Source: an optimization exercise on an open RTL-to-GDS flow (aim: small area, a short achievable clock period and few clock cycles). Production flows keep margins and buffers that such runs may drop. RTL that was checked went through simulation tests only; none was proved equivalent to the original.

Design rs_alu_top, start of the top module:
module rs_alu_top (
  input  logic             in_clk,
  input  logic             in_rst,
  input  logic             dispatch_valid,
  input  logic [2:0]       dispatch_op,
  input  logic             src_a_ready,
  input  ooo_pkg::word_t   src_a_value,
  input  ooo_pkg::tag_t    src_a_tag,
  input  logic             src_b_ready,
  input  ooo_pkg::word_t   src_b_value,
  input  ooo_pkg::tag_t    src_b_tag,
  input  logic             flags_ready,
  input  ooo_pkg::nzcv_t   flags_value,
  input  ooo_pkg::tag_t    flags_tag,
  input  logic             set_nzcv,
  input  ooo_pkg::tag_t    dst_tag,
  input  logic             bcast_valid,
  input  ooo_pkg::tag_t    bcast_tag,
  input  ooo_pkg::word_t   bcast_value,
  input  logic             bcast_set_nzcv,
  input  ooo_pkg::nzcv_t   bcast_nzcv,
  input  logic             flush,
  output logic             full,
  output logic             result_valid,
  output ooo_pkg::tag_t    result_tag,
  output ooo_pkg::word_t   result_value,
  output logic             result_set_nzcv,
  output ooo_pkg::nzcv_t   result_nzcv
);
Settings: LEC_CHECK=0, ABC_CLOCK_PERIOD_IN_PS=3000, CAP_MARGIN=20, CORE_MARGIN=2, CORE_UTILIZATION=40, CTS_CLUSTER_DIAMETER=100, CTS_CLUSTER_SIZE=20, SETUP_SLACK_MARGIN=5, SLEW_MARGIN=20, TNS_END_PERCENT=5; clock period 12.0 ns.
standard.sh (not shown) runs the stock make flow with config.mk's settings and CLKGATE_MAP_FILE= SYNTH_SCRIPT=/design/flow/synth_recipe.tcl, a recipe that flattens the netlist after the stock synthesis.
==> flow/flow/run.sh <==
#!/bin/bash
set -euo pipefail
bash standard.sh SETUP_SLACK_MARGIN=7.6 "BUFFER_PORTS_ARGS=-buffer_cell sky130_fd_sc_hd__buf_2" finish > standard_make.log 2>&1
Testbench counts at the start, summed over its fixed seeds: cycles 25,394.
Change:
Settings changed: CTS_CLUSTER_DIAMETER 100 to not set, CTS_CLUSTER_SIZE 20 to not set.
Result:
- The changed run produced a clean layout
- area after synthesis stays the same
- first-iteration DRC count drops by 2.5%
- sequential share of layout area came out lower by 0.89 points
Change:
==> flow/flow/run.sh (replaced) <==
#!/bin/bash
set -euo pipefail
bash standard.sh SETUP_SLACK_MARGIN=8.0 "BUFFER_PORTS_ARGS=-buffer_cell sky130_fd_sc_hd__buf_2" finish > standard_make.log 2>&1
Settings changed: CTS_CLUSTER_DIAMETER set to 100, CTS_CLUSTER_SIZE set to 20.
Worst hold slack stays flat.
Utilization is higher by 1.1 points.
Clock skew goes up by 0.062 ns.
Wire length went up by about 11%.
Critical path depth decreases by 2.
Cell area went up by about 2.4%.
Non-clock buffer count increases by 162.
Setup slack is worse by 0.18 ns.
Count of clock-buffer cells in the layout falls by 65.
Change:
==> flow/flow/run.sh (replaced) <==
#!/bin/bash
set -euo pipefail
bash standard.sh SETUP_SLACK_MARGIN=7.2 "BUFFER_PORTS_ARGS=-buffer_cell sky130_fd_sc_hd__buf_2" finish > standard_make.log 2>&1
What happened: The new run completed with no timing, DRC or antenna violations; utilization decreases by 3.0 points; fmax decreases by 2.0%; via count is lower by 4.7%; synthesized area does not change.

========
Setup of run a:
Another version of the RTL of rs_alu_top (not shown whole).
For scale: roughly 7,600 cells after synthesis, roughly 1,100 flip-flops, roughly 190 I/O pins, roughly 75,000 sq um of cells after synthesis.
clock: 12.0 ns
lec_check: 0
abc_clock_period_in_ps: 2000
cap_margin: 20
core_margin: 2
core_utilization: 40
setup_slack_margin: 5
slew_margin: 20
tns_end_percent: 5
==> flow/flow/run.sh <==
#!/bin/bash
set -euo pipefail
bash standard.sh SETUP_SLACK_MARGIN=7.6 "BUFFER_PORTS_ARGS=-buffer_cell sky130_fd_sc_hd__buf_2" finish > standard_make.log 2>&1
### run a -> run b
Settings: ABC_CLOCK_PERIOD_IN_PS now 3000, was 2000.
==> notes.md <==
Multi-input gate share of the layout cell area came out exactly the same in run a and run b.
Reported for run a and run b, initial antenna violation count turned out identical to the last digit.
Comparing run a against run b, there is no change at all in met1 usage.
[compare] base=run a new=run b: final-layout setup total negative slack stayed essentially flat; slew at the pin with the worst max-slew slack now sits at about the same level; least setup slack across all paths after layout about even.
Run b went all the way through the flow, and no timing, DRC or antenna check failed.
Re number of buffers added to fix hold violations after cts: no difference whatsoever between run b and run a.
Routed wire length: run b vs run a identical
Re sequential share of layout area: no difference whatsoever between run b and run a.
No functional check of the RTL was part of any run of this note.

what the ideal ports hide:
The results above use ideal ports. As a check the final layouts listed here were re-extracted and re-timed, cells and wires unchanged. Step 1, drivers: a clkbuf_16 drives in_clk and a buf_2 each remaining input, both assumed. Step 2 moves the port delays by t, midway between the first and last clock arrival at a register: inputs arrive t later, outputs are due t later. That takes back most of the time a late clock gives input paths. Three values: ideal, step 1, step 2; two values: the first two.
run | shift t [ns] | slack for setup (ns) | worst setup path after step 2 | latest minus earliest clock arrival (ns)
the first run of note 1 | 0.820 | 7.184 / 7.254 / 6.442 | input to register | 0.059 / 0.059
the second run of note 1 | 0.841 | 7.270 / 7.307 / 6.498 | input to register | 0.030 / 0.029
the third run of note 1 | 0.817 | 7.089 / 7.144 / 6.339 | input to register | 0.091 / 0.091
the fourth run of note 1 | 0.811 | 6.990 / 7.052 / 6.248 | input to register | 0.056 / 0.057
run a | 0.873 | 7.142 / 7.142 / 6.745 | input to register | 0.032 / 0.033
run b | 0.873 | 7.142 / 7.142 / 6.745 | input to register | 0.032 / 0.033
After both steps every run listed still meets setup and hold. For the second run of note 1, which loses most, drivers alone change the setup slack by +0.037 ns; drivers and shift together by -0.772 ns.
